What follows belongs to an exercise in optimizing a design on an open flow for small area; a production flow would make more cautious choices. At most, simulation tests tie the RTL to the original design; equivalence was not proved. The flow treats the clock pin as an ideal source, which a real chip does not have. Power figures rest on the tool's default switching activity, not on a simulated workload.

## invaders_top
module invaders_top #(
  parameter int MOVE_DIV   = 64,
  parameter int BULLET_DIV = 4,
  parameter int MARCH_DIV  = 256
) (
  input  logic              clk,
  input  logic              rst_n,
  input  logic              i_right,
  input  logic              i_left,
  input  logic              i_fire,
  input  logic              i_restart,
  output logic              o_hsync,
  output logic              o_vsync,
  output logic              o_red,
  output logic              o_green,
  output logic              o_blue,
  output space_pkg::score_t o_score,
  output logic              o_won
);
Size: ~140 flip-flops, ~22 I/O pins.
Settings: LEC_CHECK=0, ABC_AREA=1, CAP_MARGIN=20, CORE_MARGIN=2, CORE_UTILIZATION=40, CTS_BUF_LIST=sky130_fd_sc_hd__clkbuf_8, CTS_CLUSTER_DIAMETER=150, CTS_CLUSTER_SIZE=40, SLEW_MARGIN=20; clock period 20.0 ns.
standard.sh (not shown) runs the stock make flow with config.mk's settings and CLKGATE_MAP_FILE= SYNTH_SCRIPT=/design/flow/synth_recipe.tcl, a recipe that flattens the netlist after the stock synthesis.
==> flow/flow/run.sh <==
#!/bin/bash
# Own layout flow: the standard flow, with three changes.
#  1. Synthesis runs the standard synthesis script unchanged, except that
#     the final ABC mapping uses an area-oriented script (abc_area.script in
#     this folder: three rounds of choice computation and area-recovery
#     mapping), and adders are left to ABC instead of being extracted into
#     full/half-adder cells first (ADDER_MAP_FILE empty).
#     Registers are mapped before ABC, so they are the standard synthesis's.
#  2. Ports are buffered with sky130_fd_sc_hd__buf_1 instead of the default
#     buffer cell.
#  3. The clock's registers are split into six groups by position, each
#     driven by one sky130_fd_sc_hd__clkbuf_16 (manual_cts.tcl, run as the
#     hook before CTS); CTS then builds the tree from the clock port to those
#     buffers from sky130_fd_sc_hd__clkbuf_4, without dummy loads.
# Every tool's output goes to a log file in the work folder.
set -euo pipefail
W=$PWD
rm -rf "$W/scripts_abc"
cp -r "$FLOW_HOME/scripts" "$W/scripts_abc"
cp "$W/flow/abc_area.script" "$W/scripts_abc/abc_area.script"
bash standard.sh "SCRIPTS_DIR=$W/scripts_abc" "ADDER_MAP_FILE=" synth > "$W/flow_synth.log" 2>&1
bash standard.sh "BUFFER_PORTS_ARGS=-buffer_cell sky130_fd_sc_hd__buf_1" \
  "PRE_CTS_TCL=$W/flow/manual_cts.tcl" \
  "CTS_ARGS=-sink_clustering_enable -repair_clock_nets -clk_nets clk -buf_list sky130_fd_sc_hd__clkbuf_4 -dont_use_dummy_load" \
  finish > "$W/flow_layout.log" 2>&1
test -s "$W/out/final.def"
Other scripts of this flow, unchanged in this note and not shown: flow/flow/abc_area.script, flow/flow/manual_cts.tcl
The baseline passed the timing, DRC and antenna checks.
==> next run, changes <==
--- a/flow/design.v
+++ b/flow/design.v
@@ -433,16 +433,17 @@
   logic [1:0] pts;        
   logic [3:0] tens_n;
   logic       tens_c;
   logic [4:0] hund_inc;
   logic [1:0] mcq;        
   assign hund_inc = inc5({1'b0, o_hund});
   assign o_mc     = {mcq[1], ~mcq[1], mcq[0]};
   assign all_dead = &o_dead;
+  assign o_won = all_dead && !o_hit && !fresh;
   assign pts      = hrow[0] ? 2'd3 : (hrow[1] | hrow[2]) ? 2'd2 : 2'd1;
   always_comb begin
     logic [4:0] sum;
     logic       c;
     c = 1'b0;
     for (int i = 0; i < 4; i++) begin
       logic b;
       b = (i < 2) ? pts[i] : 1'b0;
@@ -473,25 +474,22 @@
       end
     end
   end
   always_ff @(posedge clk or negedge rst_n) begin
     if (!rst_n) begin
       o_hund       <= '0;
       o_tens       <= '0;
       o_hit        <= 1'b0;
-      o_won        <= 1'b0;
     end else if (o_start) begin
       o_hund       <= '0;
       o_tens       <= '0;
       o_hit        <= 1'b0;
-      o_won        <= 1'b0;
     end else begin
       o_hit <= hit_found;
-      o_won <= all_dead && !fresh;
       if (hit_found) begin
         o_tens       <= tens_n;
         if (tens_c) o_hund <= hund_inc[3:0];
       end
     end
   end
   always_ff @(posedge clk or negedge rst_n) begin
     if (!rst_n) begin
@@ -565,16 +563,24 @@
     logic c;
     c = ~bin;
     for (int i = 0; i < 5; i++) begin
       sub5[i] = x[i] ^ ~y[i] ^ c;
       c       = (x[i] & ~y[i]) | (x[i] & c) | (~y[i] & c);
     end
     sub5[5] = ~c;
   endfunction
+  function automatic logic [4:0] inc5(input logic [4:0] x);
+    logic c;
+    c = 1'b1;
+    for (int i = 0; i < 5; i++) begin
+      inc5[i] = x[i] ^ c;
+      c       = x[i] & c;
+    end
+  endfunction
   function automatic logic [9:0] sub10(input logic [9:0] x, input logic [9:0] y);
     logic c;
     c = 1'b1;
     for (int i = 0; i < 10; i++) begin
       sub10[i] = x[i] ^ ~y[i] ^ c;
       c        = (x[i] & ~y[i]) | (x[i] & c) | (~y[i] & c);
     end
   endfunction
@@ -677,36 +683,34 @@
       default: alien_rgb = {3{alien_pix}} & space_pkg::ROW_COLOR[8:6];
     endcase
   end
   logic [5:0] sd, sdc;
   logic       s_on;
   logic       bar1, bar2, bar3;
   logic       shooter_pix;
   assign sd   = sub5(i_hp, i_sp, 1'b0);
-  assign sdc  = sub5(i_hc, i_sc, sd[5]);
-  assign s_on = (sdc == 6'd0);
+  assign s_on = sd[5] ? (i_hc == inc5(i_sc)) && (i_sc != 5'd31) : (i_hc == i_sc);
   assign bar1 = sd[5] ? (sd[4:0] >= 5'd4 && sd[4:0] < 5'd12) : (sd[4:0] >= 5'd2 && sd[4:0] < 5'd10);
   assign bar2 = sd[5] ? (sd[4:0] >= 5'd6 && sd[4:0] < 5'd10) : (sd[4:0] >= 5'd4 && sd[4:0] < 5'd8);
   assign bar3 = sd[5] ? (sd[4:0] >= 5'd2 && sd[4:0] < 5'd14) : (sd[4:0] < 5'd12);
   always_comb begin
     shooter_pix = 1'b0;
     if (s_on) begin
       if (i_vy >= VY0 + 10'd460 && i_vy < VY0 + 10'd462) shooter_pix = bar1;
       if (i_vy >= VY0 + 10'd462 && i_vy < VY0 + 10'd468) shooter_pix = bar2;
       if (i_vy >= VY0 + 10'd468 && i_vy < VY0 + 10'd470) shooter_pix = bar3;
     end
   end
   logic [5:0] bd, bdc;
   logic [9:0] bdy;
   logic       bullet_pix;
   assign bd  = sub5(i_hp, i_bp, 1'b0);
-  assign bdc = sub5(i_hc, i_bc, bd[5]);
   assign bdy = sub10(i_vy, {1'b0, i_by});
-  assign bullet_pix = i_bullet_active && (bdc == 6'd0) &&
+  assign bullet_pix = i_bullet_active && (bd[5] ? (i_hc == inc5(i_bc)) && (i_bc != 5'd31) : (i_hc == i_bc)) &&
                       (bd[5] ? (bd[4:0] >= 5'd2 && bd[4:0] < 5'd6) : (bd[4:0] < 5'd4)) &&
                       (bdy[9:3] == 7'd11);
   logic [3:0] digit;
   logic [6:0] font;
   logic [3:0] sdy;
   logic       score_pix;
   assign sdy = 4'(i_vy[3:0] - 4'd14);     
   always_comb begin
=> The new run completed without violations. Clock skew climbs by 3.3 ps. Worst setup slack degrades by 120 ps. Area after synthesis drops by about 0.7%. Sequential cell count drops by 1. Critical path depth climbs by 29.

========
job 4000:
invaders_top, a different RTL version from the one above (not shown whole).
For scale: ~150 flip-flops, about 22 I/O pins.
==> module alien_fleet, before the edit <==
module alien_fleet #(
  parameter int MARCH_DIV = 50000,
  parameter int MOVE_DIV  = 500000
) (
  input  logic        clk,
  input  logic        rst_n,
  input  logic        i_restart,
  input  logic [4:0]  i_bc,
  input  logic [4:0]  i_bp,
  input  logic [8:0]  i_by,             
  input  logic        i_bullet_active,
  output logic        o_hit,
  output logic        o_won,
  output logic        o_start,
  output logic        o_move_tick,
  output logic [54:0] o_dead,
  output logic [2:0]  o_mc,
  output logic [4:0]  o_mp,
  output logic [3:0]  o_hund,
  output logic [3:0]  o_tens
);
  localparam int MARCH_CW = (MARCH_DIV > 1) ? $clog2(MARCH_DIV) : 1;
  function automatic logic [MARCH_CW-1:0] incm(input logic [MARCH_CW-1:0] x);
    logic c;
    c = 1'b1;
    for (int i = 0; i < MARCH_CW; i++) begin
      incm[i] = x[i] ^ c;
      c       = x[i] & c;
    end
  endfunction
  function automatic logic [4:0] inc5(input logic [4:0] x);
    logic c;
    c = 1'b1;
    for (int i = 0; i < 5; i++) begin
      inc5[i] = x[i] ^ c;
      c       = x[i] & c;
    end
  endfunction
  function automatic logic [4:0] dec5(input logic [4:0] x);
    logic b;
    b = 1'b1;
    for (int i = 0; i < 5; i++) begin
      dec5[i] = x[i] ^ b;
      b       = ~x[i] & b;
    end
  endfunction
  function automatic logic [5:0] sub5(input logic [4:0] x, input logic [4:0] y, input logic bin);
    logic c;
    c = ~bin;
    for (int i = 0; i < 5; i++) begin
      sub5[i] = x[i] ^ ~y[i] ^ c;
      c       = (x[i] & ~y[i]) | (x[i] & c) | (~y[i] & c);
    end
    sub5[5] = ~c;
  endfunction
  logic [MARCH_CW-1:0] march_cnt;
  logic                march_right;
  logic                fresh;
  logic                clr;
  assign o_start = i_restart | o_won;
  assign clr     = o_start | fresh;
  generate
    if (MARCH_DIV % MOVE_DIV == 0) begin : g_shared
      assign o_move_tick = ((march_cnt % MARCH_CW'(MOVE_DIV)) == MARCH_CW'(MOVE_DIV - 1));
    end else begin : g_own
      localparam int MOVE_CW = (MOVE_DIV > 1) ? $clog2(MOVE_DIV) : 1;
      logic [MOVE_CW-1:0] move_cnt;
      assign o_move_tick = (move_cnt == MOVE_CW'(MOVE_DIV - 1));
      always_ff @(posedge clk or negedge rst_n) begin
        if (!rst_n) move_cnt <= '0;
        else if (o_start) move_cnt <= '0;
        else move_cnt <= o_move_tick ? '0 : move_cnt + 1'b1;
      end
    end
  endgenerate
  logic [5:0] bd;
  logic       bborrow;
  logic       ge26, eq25;
  logic [5:0] colb;       
  logic [5:0] hcol;       
  logic       xhit;
  logic [3:0] hc4;
  logic [3:0] yrow;
  logic [4:0] prow, srow;    
  logic [4:0] colbits;       
  logic       p_live, s_live, hit_found;
  logic [4:0] hrow;          
  assign bd      = sub5(i_bp, o_mp, 1'b0);
  assign bborrow = bd[5];
  assign ge26    = bborrow ? (bd[4:0] >= 5'd28) : (bd[4:0] >= 5'd26);
  assign eq25    = bborrow ? (bd[4:0] == 5'd27) : (bd[4:0] == 5'd25);
  assign colb    = sub5(i_bc, {2'b0, o_mc}, bborrow);
  always_comb begin
    logic c;
    c = ge26;
    for (int i = 0; i < 6; i++) begin
      hcol[i] = colb[i] ^ c;
      c       = colb[i] & c;
    end
  end
  assign xhit    = !eq25 && !hcol[5] && (hcol[4:0] <= 5'd10);
  assign hc4     = hcol[3:0];
  assign yrow = i_by[8:5];
  always_comb begin
    for (int r = 0; r < 5; r++) begin
      prow[r] = (yrow == 4'(5 + r));
      srow[r] = (yrow == 4'(6 + r)) && (i_by[4:0] == 5'd0);
    end
  end
  logic [10:0] hsel;       
  always_comb begin
    for (int c = 0; c < 11; c++) hsel[c] = (hc4 == 4'(c));
    for (int r = 0; r < 5; r++) colbits[r] = |(~o_dead[r*11 +: 11] & hsel) == 1'b0;
  end
  assign s_live    = |(srow & ~colbits);
  assign p_live    = |(prow & ~colbits);
  assign hit_found = i_bullet_active && !o_hit && xhit && (s_live || p_live);
  assign hrow      = s_live ? srow : prow;
  logic       all_dead;
  logic [1:0] pts;        
  logic [3:0] tens_n;
  logic       tens_c;
  logic [4:0] hund_inc, mc_inc, mc_dec;
  assign hund_inc = inc5({1'b0, o_hund});
  assign mc_inc   = inc5({2'b0, o_mc});
  assign mc_dec   = dec5({2'b0, o_mc});
  assign all_dead = &o_dead;
  assign pts      = hrow[0] ? 2'd3 : (hrow[1] | hrow[2]) ? 2'd2 : 2'd1;
  always_comb begin
    tens_n = '0;
    tens_c = 1'b0;
    for (int t = 0; t < 10; t++) begin
      for (int p = 1; p < 4; p++) begin
        if (o_tens == 4'(t) && pts == 2'(p)) begin
          tens_n = 4'((t + p) % 10);
          tens_c = (t + p) >= 10;
        end
      end
    end
  end
  always_ff @(posedge clk or negedge rst_n) begin
    if (!rst_n) begin
      fresh <= 1'b1;
    end else begin
      fresh <= 1'b0;
    end
  end
  logic        nclr;
  logic [4:0]  krow;
  logic [10:0] kcol;
  assign nclr = !clr;
  assign krow = hrow & {5{hit_found & nclr}};
  assign kcol = hsel;
  always_ff @(posedge clk) begin
    for (int r = 0; r < 5; r++) begin
      for (int c = 0; c < 11; c++) begin
        o_dead[r*11 + c] <= (o_dead[r*11 + c] & nclr) | (krow[r] & kcol[c]);
      end
    end
  end
  always_ff @(posedge clk or negedge rst_n) begin
    if (!rst_n) begin
      o_hund       <= '0;
      o_tens       <= '0;
      o_hit        <= 1'b0;
      o_won        <= 1'b0;
    end else if (o_start) begin
      o_hund       <= '0;
      o_tens       <= '0;
      o_hit        <= 1'b0;
      o_won        <= 1'b0;
    end else begin
      o_hit <= hit_found;
      o_won <= all_dead && !fresh;
      if (hit_found) begin
        o_tens       <= tens_n;
        if (tens_c) o_hund <= hund_inc[3:0];
      end
    end
  end
  always_ff @(posedge clk or negedge rst_n) begin
    if (!rst_n) begin
      march_cnt <= '0;
    end else if (o_start || march_cnt == MARCH_CW'(MARCH_DIV - 1)) begin
      march_cnt <= '0;
    end else begin
      march_cnt <= incm(march_cnt);
    end
  end
  always_ff @(posedge clk) begin
    if (clr) begin
      o_mc        <= 3'd2;
      o_mp        <= 5'd10;
      march_right <= 1'b1;
    end else if (march_cnt == MARCH_CW'(MARCH_DIV - 1)) begin
      if (march_right) begin
        if (o_mc < 3'd5 || o_mp < 5'd20) begin
          if (o_mp == 5'd29) begin
            o_mc <= mc_inc[2:0];
            o_mp <= 5'd0;
          end else begin
            o_mp <= inc5(o_mp);
          end
        end else begin
          march_right <= 1'b0;
        end
      end else begin
        if (o_mc != 3'd2 || o_mp != 5'd10) begin
          if (o_mp == 5'd0) begin
            o_mc <= mc_dec[2:0];
            o_mp <= 5'd29;
          end else begin
            o_mp <= dec5(o_mp);
          end
        end else begin
          march_right <= 1'b1;
        end
      end
    end
  end
endmodule
export LEC_CHECK = 0
export ABC_AREA = 1
export CAP_MARGIN = 20
export CORE_MARGIN = 2
export CORE_UTILIZATION = 40
export CTS_BUF_LIST = sky130_fd_sc_hd__clkbuf_8
export CTS_CLUSTER_DIAMETER = 150
export CTS_CLUSTER_SIZE = 40
export SLEW_MARGIN = 20
create_clock -name core_clock -period 20.0 [get_ports {clk}]
==> flow/flow/run.sh <==
#!/bin/bash
# Own layout flow: the standard flow, with three changes.
#  1. Synthesis runs the standard synthesis script unchanged, except that
#     the final ABC mapping uses an area-oriented script (abc_area.script in
#     this folder: three rounds of choice computation and area-recovery
#     mapping), and adders are left to ABC instead of being extracted into
#     full/half-adder cells first (ADDER_MAP_FILE empty).
#     Registers are mapped before ABC, so they are the standard synthesis's.
#  2. Ports are buffered with sky130_fd_sc_hd__buf_1 instead of the default
#     buffer cell.
#  3. The clock tree is built from sky130_fd_sc_hd__clkbuf_8 without dummy
#     loads.
# Every tool's output goes to a log file in the work folder.
set -euo pipefail
W=$PWD
rm -rf "$W/scripts_abc"
cp -r "$FLOW_HOME/scripts" "$W/scripts_abc"
cp "$W/flow/abc_area.script" "$W/scripts_abc/abc_area.script"
bash standard.sh "SCRIPTS_DIR=$W/scripts_abc" "ADDER_MAP_FILE=" synth > "$W/flow_synth.log" 2>&1
bash standard.sh "BUFFER_PORTS_ARGS=-buffer_cell sky130_fd_sc_hd__buf_1" \
  "CTS_ARGS=-sink_clustering_enable -repair_clock_nets -buf_list sky130_fd_sc_hd__clkbuf_8 -dont_use_dummy_load" \
  finish > "$W/flow_layout.log" 2>&1
test -s "$W/out/final.def"
==> flow/flow/abc_area.script <==
strash
dch -f
map -a
strash
dch -f
map -a
strash
dch -f
map -a
topo
Input-level comparison between job 2755 and job 4000:
-- flow/design.v --
<<< job 4000, line 395
    end
  end
  logic [10:0] hsel;       
  always_comb begin
    for (int c = 0; c < 11; c++) hsel[c] = (hc4 == 4'(c));
    for (int r = 0; r < 5; r++) colbits[r] = |(~o_dead[r*11 +: 11] & hsel) == 1'b0;
  end
  assign s_live    = |(srow & ~colbits);
>>> job 2755, line 395
    end
  end
  always_comb begin
    for (int r = 0; r < 5; r++) begin
      case (hc4)
        4'd0:    colbits[r] = o_dead[r*11 + 0];
        4'd1:    colbits[r] = o_dead[r*11 + 1];
        4'd2:    colbits[r] = o_dead[r*11 + 2];
        4'd3:    colbits[r] = o_dead[r*11 + 3];
        4'd4:    colbits[r] = o_dead[r*11 + 4];
        4'd5:    colbits[r] = o_dead[r*11 + 5];
        4'd6:    colbits[r] = o_dead[r*11 + 6];
        4'd7:    colbits[r] = o_dead[r*11 + 7];
        4'd8:    colbits[r] = o_dead[r*11 + 8];
        4'd9:    colbits[r] = o_dead[r*11 + 9];
        default: colbits[r] = o_dead[r*11 + 10];
      endcase
    end
  end
  assign s_live    = |(srow & ~colbits);
<<< job 4000, line 438
  assign nclr = !clr;
  assign krow = hrow & {5{hit_found & nclr}};
  assign kcol = hsel;
  always_ff @(posedge clk) begin
    for (int r = 0; r < 5; r++) begin
>>> job 2755, line 450
  assign nclr = !clr;
  assign krow = hrow & {5{hit_found & nclr}};
  always_comb for (int c = 0; c < 11; c++) kcol[c] = (hc4 == 4'(c));
  always_ff @(posedge clk) begin
    for (int r = 0; r < 5; r++) begin
==> comparison <==
- Job 2755 against job 4000: share of total power in combinational logic rose by 0.8 points, peak supply drop rose by 4.2%.
- Global-route wire length before repair delta for job 2755 relative to job 4000: about 2.3% higher
- ~same utilization in job 4000 and job 2755
- Per the comparison of job 2755 with job 4000, final net count grew by about 0.34%, multi-input gate area in the final layout shrank by 1.1%, met3 usage in global routing grew by 0.96 points, fraction of area in clock buffers and inverters held steady.
- Looking at share of the synthesized netlist area taken by xor and xnor gates, job 2755 sits 0.19 points lower than job 4000 does.
- Total power consumption of the routed design of job 2755 exceeds that of job 4000 slightly.
- The sequential fraction of total cell area was comparable across job 4000 and job 2755.
- Of job 2755 and job 4000, it is job 2755 that has the higher worst slew margin relative to its limit.
Only the layout flow was run in job 2755; the RTL was not checked for function there.

==> static timing again, ports no longer ideal <==
No port has a modelled driver above. Below, the same layouts with a new extraction and two added sets of constraints. Step 1: set_driving_cell puts a clkbuf_16 on clk and a buf_2 on each other input, an assumption about the parent block. Step 2 moves the port delays by t, midway between the first and last clock arrival at a register: inputs arrive t later, outputs are due t later. That takes back most of the time a late clock gives input paths. a / b / c = ideal / step 1 / step 2; a / b = the first two.
| run | t, ns | setup WS [ns] | worst hold slack (ns) |
|---|---|---|---|
| the first run of note 1 | 0.590 | 13.090 / 13.048 / 13.261 | 0.455 / 0.455 / 0.455 |
| the second run of note 1 | 0.613 | 12.973 / 12.973 / 12.973 | 0.458 / 0.458 / 0.458 |
| job 4000 | 0.494 | 12.991 / 12.946 / 13.309 | 0.454 / 0.454 / 0.454 |
| job 2755 | 0.488 | 13.013 / 12.972 / 13.225 | 0.450 / 0.450 / 0.450 |
After both steps setup and hold are still met in every run listed.
